What follows belongs to an exercise in optimizing a design on an open flow for small area, a short achievable clock period and few clock cycles per item; a production flow would make more cautious choices.
RTL that was checked went through simulation tests only; none was proved equivalent to the original.
Power and IR drop assume default switching activity.

==> flow/design.v <==
package lchd_pkg;
    localparam int KEY_W             = 32;
    localparam int COUNT_W           = 16;
    localparam int CAP_W             = 5;
    localparam int TOTAL_W           = 32;
    localparam int MAX_ENTRIES_DFLT  = 16;
    localparam logic [CAP_W-1:0]   CAP_RESET = CAP_W'(16);
    localparam logic [COUNT_W-1:0] COUNT_MAX = '1;
    localparam logic [TOTAL_W-1:0] TOTAL_MAX = '1;
    localparam int RES_BITS = 1 + TOTAL_W;
    localparam int RES_W    = ((RES_BITS + 7) / 8) * 8;
    typedef struct packed {
        logic [KEY_W-1:0]   key;
        logic [COUNT_W-1:0] count;
    } entry_t;
endpackage
module lfu_cache_hit_detector_core #(
    parameter int MAX_ENTRIES = lchd_pkg::MAX_ENTRIES_DFLT
) (
    input  logic                          clk,
    input  logic                          rst_n,
    input  logic                          cfg_we,
    input  logic [lchd_pkg::CAP_W-1:0]    cfg_wdata,
    input  logic                          s_axis_tvalid,
    output logic                          s_axis_tready,
    input  logic [lchd_pkg::KEY_W-1:0]    s_axis_tdata,
    output logic                          m_axis_tvalid,
    input  logic                          m_axis_tready,
    output logic [lchd_pkg::RES_W-1:0]    m_axis_tdata
);
    localparam int N     = MAX_ENTRIES;
    localparam int KW    = lchd_pkg::KEY_W;
    localparam int CW    = lchd_pkg::COUNT_W;
    localparam int TW    = lchd_pkg::TOTAL_W;
    localparam int CAPW  = lchd_pkg::CAP_W;
    localparam int IDX_W = (N > 1) ? $clog2(N) : 1;
    function automatic logic [IDX_W-1:0] lim_idx(input logic [CAPW-1:0] cap);
        if (cap == '0)
            lim_idx = '0;
        else if (cap > CAPW'(N))
            lim_idx = IDX_W'(N-1);
        else
            lim_idx = IDX_W'(cap - CAPW'(1));
    endfunction
    localparam logic [CW-1:0] CNT_ZERO = CW'(1);
    localparam logic [CW-1:0] CNT_LAST = CW'(2);
    function automatic logic [CW-1:0] lfsr_next(input logic [CW-1:0] c);
        lfsr_next = (c >> 1) ^ (c[0] ? 16'hB400 : 16'h0000);
    endfunction
    logic [KW-1:0]    kp_q  [0:N-1];    
    logic [IDX_W-1:0] ptr_q [0:N-1];    
    logic [CW-1:0]    cnt_q [0:N-1];
    logic [N-1:0]  v_q;
    logic [N-1:0]  eq_q;
    logic [N-1:0]  sat_q;               
    logic [CAPW-1:0] cap_q;
    logic          room_q;              
    logic          av_q;
    logic [KW-1:0] a_q;
    logic [N-1:0]  e_q;                 
    logic          ek_q;                
    logic          kv_q;
    logic [KW-1:0] k_q;
    logic [N-1:0]  meq_q;               
    logic          hit_q;               
    logic          miss_q;              
    logic          rdy_q;
    logic          hv_q, q1v_q, q2v_q;
    logic          h_hit_q, q1_hit_q, q2_hit_q;
    logic [TW-1:0] h_tot_q;
    logic upd, mv, s_hs, pop, full_n;
    assign upd   = kv_q;
    assign full_n = ~pop & (q2v_q | (q1v_q & kv_q));
    assign mv    = av_q & ~full_n;
    assign s_axis_tready = rdy_q;
    assign s_hs  = s_axis_tvalid & rdy_q;
    assign pop   = hv_q & m_axis_tready;
    assign m_axis_tvalid = hv_q;
    assign m_axis_tdata  = lchd_pkg::RES_W'({h_tot_q, h_hit_q});
    logic [N-1:0] mh, gl, gr, go, stop, on, last, fh, ins, mins, missch;
    logic         hit, miss, room;
    always_comb
    begin
        for (int i = 0; i < N; i++)
        begin
            mh[i]   = meq_q[i] & ~sat_q[i];
        end
        for (int i = 0; i < N; i++)
        begin
            gl[i]   = (2*i+1 < N) ? eq_q[(2*i+1) % N] : 1'b0;
            gr[i]   = (2*i+2 < N) ? (eq_q[(2*i+2) % N] & ~gl[i]) : 1'b0;
            stop[i] = ~gl[i] & ~gr[i];
        end
        for (int i = 0; i < N; i++)
        begin
            go[i] = (i == 0) ? 1'b0 : (((i % 2) == 1) ? gl[(i-1)/2] : gr[(i-1)/2]);
        end
        for (int i = 0; i < N; i++)
        begin
            on[i] = mh[i];
            for (int d = 1; d <= IDX_W; d++)
            begin
                if (((i+1) >> d) >= 1)
                begin
                    logic r;
                    r = 1'b1;
                    for (int e = 0; e < d; e++)
                    begin
                        r = r & go[((i+1) >> e) - 1];
                    end
                    on[i] = on[i] | (mh[((i+1) >> d) - 1] & r);
                end
            end
            last[i] = on[i] & stop[i];
        end
        for (int i = 0; i < N; i++)
        begin
            fh[i] = ~v_q[i] & ((i == 0) ? 1'b1 : v_q[(i+N-1) % N]);
        end
        for (int i = N-1; i >= 0; i--)
        begin
            ins[i] = fh[i];
            if (2*i+1 < N) ins[i] = ins[i] | ins[(2*i+1) % N];
            if (2*i+2 < N) ins[i] = ins[i] | ins[(2*i+2) % N];
        end
        room = room_q;
        for (int i = 0; i < N; i++)
        begin
            mins[i] = (i == 0) ? 1'b1 : (room & ins[i]);
        end
        hit    = hit_q;
        miss   = miss_q;
        missch = {N{miss}} & mins;
    end
    logic [CW-1:0]    inc [0:N-1];
    logic [N-1:0]     d1, z, wsel, wr;
    logic [IDX_W-1:0] ptr_n [0:N-1];
    logic [CW-1:0]    cnt_n [0:N-1];
    logic [IDX_W-1:0] hp, fidx, newp;
    logic [N-1:0]     v_n, eq_n, sat_n;
    logic [CAPW-1:0]  cap_n;
    logic             room_n;
    always_comb
    begin
        hp   = '0;
        fidx = '0;
        for (int i = 0; i < N; i++)
        begin
            inc[i] = lfsr_next(cnt_q[i]);
            z[i]   = (cnt_q[i] == CNT_ZERO) & ~sat_q[i];
            d1[i]  = (i == 0) ? 1'b0 : ((cnt_q[i] == inc[(i-1)/2])
                                       & (sat_q[i] == (cnt_q[(i-1)/2] == CNT_LAST)));
            hp     = hp | ({IDX_W{mh[i]}} & ptr_q[i]);
            fidx   = fidx | ({IDX_W{fh[i]}} & IDX_W'(i));
        end
        newp = room ? fidx : ptr_q[0];
        for (int i = 0; i < N; i++)
        begin
            ptr_n[i] = on[i] ? (gl[i] ? ptr_q[(2*i+1) % N] : (gr[i] ? ptr_q[(2*i+2) % N] : hp))
                     : (missch[i] ? ((i == 0) ? newp : ptr_q[(i-1)/2]) : ptr_q[i]);
            cnt_n[i] = last[i] ? inc[i] : (missch[i] ? ((i == 0) ? CNT_ZERO : cnt_q[(i-1)/2]) : cnt_q[i]);
            v_n[i]   = v_q[i] | (miss & room & fh[i]);
            sat_n[i] = last[i] ? (cnt_q[i] == CNT_LAST)
                     : (missch[i] ? ((i == 0) ? 1'b0 : sat_q[(i-1)/2]) : sat_q[i]);
            wsel[i]  = room ? fh[i] : (ptr_q[0] == IDX_W'(i));
            wr[i]    = miss & wsel[i];
        end
        cap_n  = cfg_we ? cfg_wdata : cap_q;
        room_n = cfg_we ? ~v_n[lim_idx(cfg_wdata)] : ~v_n[lim_idx(cap_q)];
        eq_n[0] = 1'b0;
        for (int i = 1; i < N; i++)
        begin
            if (last[i])
                eq_n[i] = 1'b0;
            else if (last[(i-1)/2])
                eq_n[i] = d1[i] & v_q[i];
            else if (missch[i])
                eq_n[i] = (i <= 2) ? z[0] : eq_q[(i-1)/2];
            else if (miss & mins[(i-1)/2])
                eq_n[i] = (i <= 2) ? (z[i] & v_q[i]) : (eq_q[i] & eq_q[(i-1)/2]);
            else
                eq_n[i] = eq_q[i];
        end
    end
    logic [N-1:0] c0, e_n;
    logic         ck0, ca0, ek_n;
    always_comb
    begin
        for (int i = 0; i < N; i++)
        begin
            c0[i]  = (s_axis_tdata == kp_q[i]);
        end
        ck0 = (s_axis_tdata == k_q);
        ca0 = (s_axis_tdata == a_q);
        for (int i = 0; i < N; i++)
        begin
            e_n[i] = wr[i] ? ck0 : c0[i];
        end
        ek_n = mv ? ca0 : ck0;
    end
    logic [N-1:0] eqx, eqh, meq_n;
    logic         eqk, hit_n, hn_keep, hn_miss;
    always_comb
    begin
        eqx = e_q;
        eqk = ek_q;
        hn_keep = 1'b0;
        hn_miss = eqk;
        for (int i = 0; i < N; i++)
        begin
            eqh[i]  = eqx[ptr_q[i]];
            hn_keep = hn_keep | (eqx[i] & v_q[i]);
            hn_miss = hn_miss | (eqx[i] & v_q[i] & ~wsel[i]);
        end
        hit_n = miss ? hn_miss : hn_keep;
        for (int i = 0; i < N; i++)
        begin
            meq_n[i] = on[i] ? (gl[i] ? eqh[(2*i+1) % N] : (gr[i] ? eqh[(2*i+2) % N] : eqk))
                     : (missch[i] ? ((i == 0) ? eqk : eqh[(i-1)/2]) : eqh[i]);
        end
    end
    logic [TW-1:0] tot_inc;
    logic          add, load_head, h_hit_n, q1_hit_n, q2_hit_n;
    logic          av_n, kv_n, hv_n, q1v_n, q2v_n;
    always_comb
    begin
        if (pop)
        begin
            hv_n     = q1v_q | upd;
            q1v_n    = q2v_q | (q1v_q & upd);
            q2v_n    = q2v_q & upd;
            h_hit_n  = q1v_q ? q1_hit_q : hit_q;
            q1_hit_n = q2v_q ? q2_hit_q : hit_q;
            q2_hit_n = hit_q;
            load_head = q1v_q | upd;
        end
        else
        begin
            hv_n     = hv_q | upd;
            q1v_n    = q1v_q | (hv_q & upd);
            q2v_n    = q2v_q | (q1v_q & upd);
            h_hit_n  = hit_q;
            q1_hit_n = q1v_q ? q1_hit_q : hit_q;
            q2_hit_n = q2v_q ? q2_hit_q : hit_q;
            load_head = ~hv_q & upd;
        end
    end
    assign tot_inc   = h_tot_q + TW'(1);
    assign add       = h_hit_n & (h_tot_q != lchd_pkg::TOTAL_MAX);
    assign av_n      = s_hs | (av_q & ~mv);
    assign kv_n      = mv;
    always_ff @(posedge clk)
    begin
        for (int i = 0; i < N; i++)
        begin
            if (wr[i])
                kp_q[i] <= k_q;
            ptr_q[i] <= ptr_n[i];
            cnt_q[i] <= cnt_n[i];
        end
        sat_q <= sat_n;
        if (s_hs)
        begin
            a_q   <= s_axis_tdata;
            ek_q  <= ek_n;
        end
        e_q <= s_hs ? e_n : ((wr & {N{ek_q}}) | (e_q & ~wr));
        if (mv)
        begin
            k_q   <= a_q;
            hit_q <= hit_n;
        end
        if (load_head)
            h_hit_q <= h_hit_n;
        q1_hit_q <= q1_hit_n;
        q2_hit_q <= q2_hit_n;
    end
    always_ff @(posedge clk or negedge rst_n)
    begin
        if (!rst_n)
        begin
            v_q     <= '0;
            eq_q    <= '0;
            cap_q   <= lchd_pkg::CAP_RESET;
            room_q  <= 1'b1;
            h_tot_q <= '0;
            av_q    <= 1'b0;
            kv_q    <= 1'b0;
            hv_q    <= 1'b0;
            q1v_q   <= 1'b0;
            q2v_q   <= 1'b0;
            meq_q   <= '0;
            miss_q  <= 1'b0;
            rdy_q   <= 1'b1;
        end
        else
        begin
            v_q <= v_n;
            eq_q <= eq_n;
            cap_q  <= cap_n;
            room_q <= room_n;
            if (load_head & add)
                h_tot_q <= tot_inc;
            av_q  <= av_n;
            kv_q  <= kv_n;
            hv_q  <= hv_n;
            q1v_q <= q1v_n;
            q2v_q <= q2v_n;
            meq_q  <= mv ? (meq_n & v_n) : '0;
            miss_q <= mv & ~hit_n;
            rdy_q <= ~av_n | ~(q2v_n | (q1v_n & kv_n));
        end
    end
endmodule
Settings: LEC_CHECK=0, CAP_MARGIN=20, CORE_MARGIN=2, CORE_UTILIZATION=55, CTS_CLUSTER_DIAMETER=100, CTS_CLUSTER_SIZE=24, SETUP_SLACK_MARGIN=2.6, SLEW_MARGIN=20; clock period 5.0 ns.
standard.sh (not shown) runs the stock make flow with config.mk's settings and CLKGATE_MAP_FILE= SYNTH_SCRIPT=/design/flow/synth_recipe.tcl, a recipe that flattens the netlist after the stock synthesis.
==> flow/flow/run.sh <==
#!/bin/bash
# Standard ORFS flow, with plain buffers on the ports instead of the
# default pick (a delay buffer).
set -e
export BUFFER_PORTS_ARGS="-buffer_cell sky130_fd_sc_hd__buf_4"
bash standard.sh > standard.log 2>&1
Next try:
--- a/flow/design.v
+++ b/flow/design.v
@@ -163,13 +163,14 @@
             sat_n[i] = last[i] ? (cnt_q[i] == CNT_LAST)
                      : (missch[i] ? ((i == 0) ? 1'b0 : sat_q[(i-1)/2]) : sat_q[i]);
             wsel[i]  = room ? fh[i] : (ptr_q[0] == IDX_W'(i));
             wr[i]    = miss & wsel[i];
         end
         cap_n  = cfg_we ? cfg_wdata : cap_q;
-        room_n = cfg_we ? ~v_n[lim_idx(cfg_wdata)] : ~v_n[lim_idx(cap_q)];
+        room_n = cfg_we ? ~(v_q[lim_idx(cfg_wdata)] | (miss & room & fh[lim_idx(cfg_wdata)]))
+                        : (room & ~(miss & fh[lim_idx(cap_q)]));
         eq_n[0] = 1'b0;
         for (int i = 1; i < N; i++)
         begin
             if (last[i])
                 eq_n[i] = 1'b0;
             else if (last[(i-1)/2])
=>
- The new run finished with timing, DRC and antenna clean
- via count went down slightly
- routed wire length went down slightly
- power went down by well over a third
- synthesized area went down slightly
- die area went down slightly
- final area went down slightly
- worst setup slack improves by 0.0085 ns
- combinational power went down by well over a third
- fmax went up slightly
- non-clock buffer count went up by 3
Testbench counts after the change, summed over its fixed seeds: cycles 12,024, items 12,000.
Only the layout flow was run in the first run of this note; the RTL was not checked for function there.

* * *

lfu_cache_hit_detector_core, a different RTL version from the one above (not shown whole).
For scale: ~3,900 cells after synthesis, ~1,000 flip-flops, about 84 I/O pins.
clock: 5.0 ns
lec_check: 0
cap_margin: 20
core_margin: 2
core_utilization: 40
setup_slack_margin: 1.5
slew_margin: 20
run.sh (not shown) runs the stock make flow with config.mk's settings and CLKGATE_MAP_FILE= SYNTH_SCRIPT=/design/flow/synth_recipe.tcl, a recipe that flattens the netlist after the stock synthesis.
Stock flow here: none of the scripts above is used.
Testbench counts at the start, summed over its fixed seeds: cycles 12,024, items 12,000.
Rerun with:
--- a/flow/design.v
+++ b/flow/design.v
@@ -36,35 +36,28 @@
     localparam int IDX_W = (N > 1) ? $clog2(N) : 1;
     function automatic logic [IDX_W-1:0] lim_idx(input logic [CAPW-1:0] cap);
         if (cap == '0)
             lim_idx = '0;
         else if (cap > CAPW'(N))
             lim_idx = IDX_W'(N-1);
         else
             lim_idx = IDX_W'(cap - CAPW'(1));
     endfunction
-    localparam logic [CW-1:0] CNT_ZERO = CW'(1);
-    localparam logic [CW-1:0] CNT_LAST = CW'(2);
-    function automatic logic [CW-1:0] lfsr_next(input logic [CW-1:0] c);
-        lfsr_next = (c >> 1) ^ (c[0] ? 16'hB400 : 16'h0000);
-    endfunction
     logic [KW-1:0]    kp_q  [0:N-1];    
     logic [IDX_W-1:0] ptr_q [0:N-1];    
     logic [CW-1:0]    cnt_q [0:N-1];
     logic [N-1:0]  v_q;
     logic [N-1:0]  eq_q;
     logic [N-1:0]  sat_q;               
     logic [CAPW-1:0] cap_q;
     logic          room_q;              
     logic          av_q;
     logic [KW-1:0] a_q;
-    logic [N-1:0]  e_q;                 
-    logic          ek_q;                
     logic          kv_q;
     logic [KW-1:0] k_q;
     logic [N-1:0]  meq_q;
     logic          hit_q;               
     logic          rdy_q;
     logic          hv_q, tv_q;
     logic          h_hit_q, t_hit_q;
     logic [TW-1:0] h_tot_q;
     logic upd, mv, s_hs, pop;
@@ -138,33 +131,32 @@
     logic [N-1:0]     v_n, eq_n, sat_n;
     logic [CAPW-1:0]  cap_n;
     logic             room_n;
     always_comb
     begin
         hp   = '0;
         fidx = '0;
         for (int i = 0; i < N; i++)
         begin
-            inc[i] = lfsr_next(cnt_q[i]);
-            z[i]   = (cnt_q[i] == CNT_ZERO) & ~sat_q[i];
-            d1[i]  = (i == 0) ? 1'b0 : ((cnt_q[i] == inc[(i-1)/2])
-                                       & (sat_q[i] == (cnt_q[(i-1)/2] == CNT_LAST)));
+            inc[i] = cnt_q[i] + CW'(1);
+            z[i]   = (cnt_q[i] == '0);
+            d1[i]  = (i == 0) ? 1'b0 : (cnt_q[i] == inc[(i-1)/2]);
             hp     = hp | ({IDX_W{mh[i]}} & ptr_q[i]);
             fidx   = fidx | ({IDX_W{fh[i]}} & IDX_W'(i));
         end
         newp = room ? fidx : ptr_q[0];
         for (int i = 0; i < N; i++)
         begin
             ptr_n[i] = on[i] ? (gl[i] ? ptr_q[(2*i+1) % N] : (gr[i] ? ptr_q[(2*i+2) % N] : hp))
                      : (missch[i] ? ((i == 0) ? newp : ptr_q[(i-1)/2]) : ptr_q[i]);
-            cnt_n[i] = last[i] ? inc[i] : (missch[i] ? ((i == 0) ? CNT_ZERO : cnt_q[(i-1)/2]) : cnt_q[i]);
+            cnt_n[i] = last[i] ? inc[i] : (missch[i] ? ((i == 0) ? CW'(0) : cnt_q[(i-1)/2]) : cnt_q[i]);
             v_n[i]   = v_q[i] | (miss & room & fh[i]);
-            sat_n[i] = last[i] ? (cnt_q[i] == CNT_LAST)
+            sat_n[i] = last[i] ? (cnt_q[i] == (lchd_pkg::COUNT_MAX - CW'(1)))
                      : (missch[i] ? ((i == 0) ? 1'b0 : sat_q[(i-1)/2]) : sat_q[i]);
             wsel[i]  = room ? fh[i] : (ptr_q[0] == IDX_W'(i));
             wr[i]    = miss & wsel[i];
         end
         cap_n  = cfg_we ? cfg_wdata : cap_q;
         room_n = ~v_n[lim_idx(cap_n)];
         eq_n[0] = 1'b0;
         for (int i = 1; i < N; i++)
         begin
@@ -174,40 +166,27 @@
                 eq_n[i] = d1[i];
             else if (missch[i])
                 eq_n[i] = (i <= 2) ? z[0] : eq_q[(i-1)/2];
             else if (miss & mins[(i-1)/2])
                 eq_n[i] = (i <= 2) ? z[i] : (eq_q[i] & eq_q[(i-1)/2]);
             else
                 eq_n[i] = eq_q[i];
         end
     end
-    logic [N-1:0] c0, e_n;
-    logic         ck0, ca0, ek_n;
-    always_comb
-    begin
-        for (int i = 0; i < N; i++)
-        begin
-            c0[i]  = (s_axis_tdata == kp_q[i]);
-        end
-        ck0 = (s_axis_tdata == k_q);
-        ca0 = (s_axis_tdata == a_q);
-        for (int i = 0; i < N; i++)
-        begin
-            e_n[i] = wr[i] ? ck0 : c0[i];
-        end
-        ek_n = mv ? ca0 : ck0;
-    end
     logic [N-1:0] eqx, eqh, meq_n;
     logic         eqk, hit_n, hn_keep, hn_miss;
     always_comb
     begin
-        eqx = e_q;
-        eqk = ek_q;
+        for (int i = 0; i < N; i++)
+        begin
+            eqx[i] = (a_q == kp_q[i]);
+        end
+        eqk = (a_q == k_q);
         hn_keep = 1'b0;
         hn_miss = eqk;
         for (int i = 0; i < N; i++)
         begin
             eqh[i]  = eqx[ptr_q[i]];
             hn_keep = hn_keep | (eqx[i] & v_q[i]);
             hn_miss = hn_miss | (eqx[i] & v_q[i] & ~wsel[i]);
         end
         hit_n = miss ? hn_miss : hn_keep;
@@ -233,20 +212,18 @@
                 kp_q[i] <= k_q;
             ptr_q[i] <= ptr_n[i];
             cnt_q[i] <= cnt_n[i];
         end
         eq_q  <= eq_n;
         sat_q <= sat_n;
         if (s_hs)
         begin
             a_q   <= s_axis_tdata;
-            e_q   <= e_n;
-            ek_q  <= ek_n;
         end
         if (mv)
         begin
             k_q   <= a_q;
             meq_q <= meq_n;
             hit_q <= hit_n;
         end
         if (load_head)
         begin
After rerunning: The new run finished with timing, DRC and antenna clean; area after synthesis came out higher by a few percent; first-iteration DRC count came out higher by about a fifth; via count is higher by about a fifth; worst setup slack is worse by 6.1 ps; total power climbs by a quarter to a third; sequential share of layout area goes down by 3.6 points; cell area grows by a few percent; global-route usage grows by 1.4 points.
Only the layout flow was run in the second run of this note; the RTL was not checked for function there.

-- port drivers added, routing unchanged --
No port has a modelled driver above. Below, the same layouts with a new extraction and two added sets of constraints.
Step 1, drivers: a clkbuf_16 drives clk and a buf_2 each remaining input, both assumed.
Step 2 times the ports against the registers' clock, not the clock port: input delays grow and output delays shrink by t, the midpoint of the rising clock arrivals with the driver on.
Slacks: no drivers / after step 1 / after step 2; pairs: no drivers / after step 1.
run	shift t [ns]	slack for setup (ns)	worst setup path at the end
the first run of note 1	0.782	2.526 / 2.526 / 1.875	input to register
the second run of note 1	0.768	2.535 / 2.535 / 1.926	input to register
the first run of note 2	0.806	1.502 / 1.502 / 0.920	input to register
the second run of note 2	0.815	1.496 / 1.496 / 1.028	input to register
After both steps setup and hold are still met in every run listed. For the first run of note 1, which loses most, drivers alone change the setup slack by 0.000 ns; drivers and shift together by -0.651 ns.
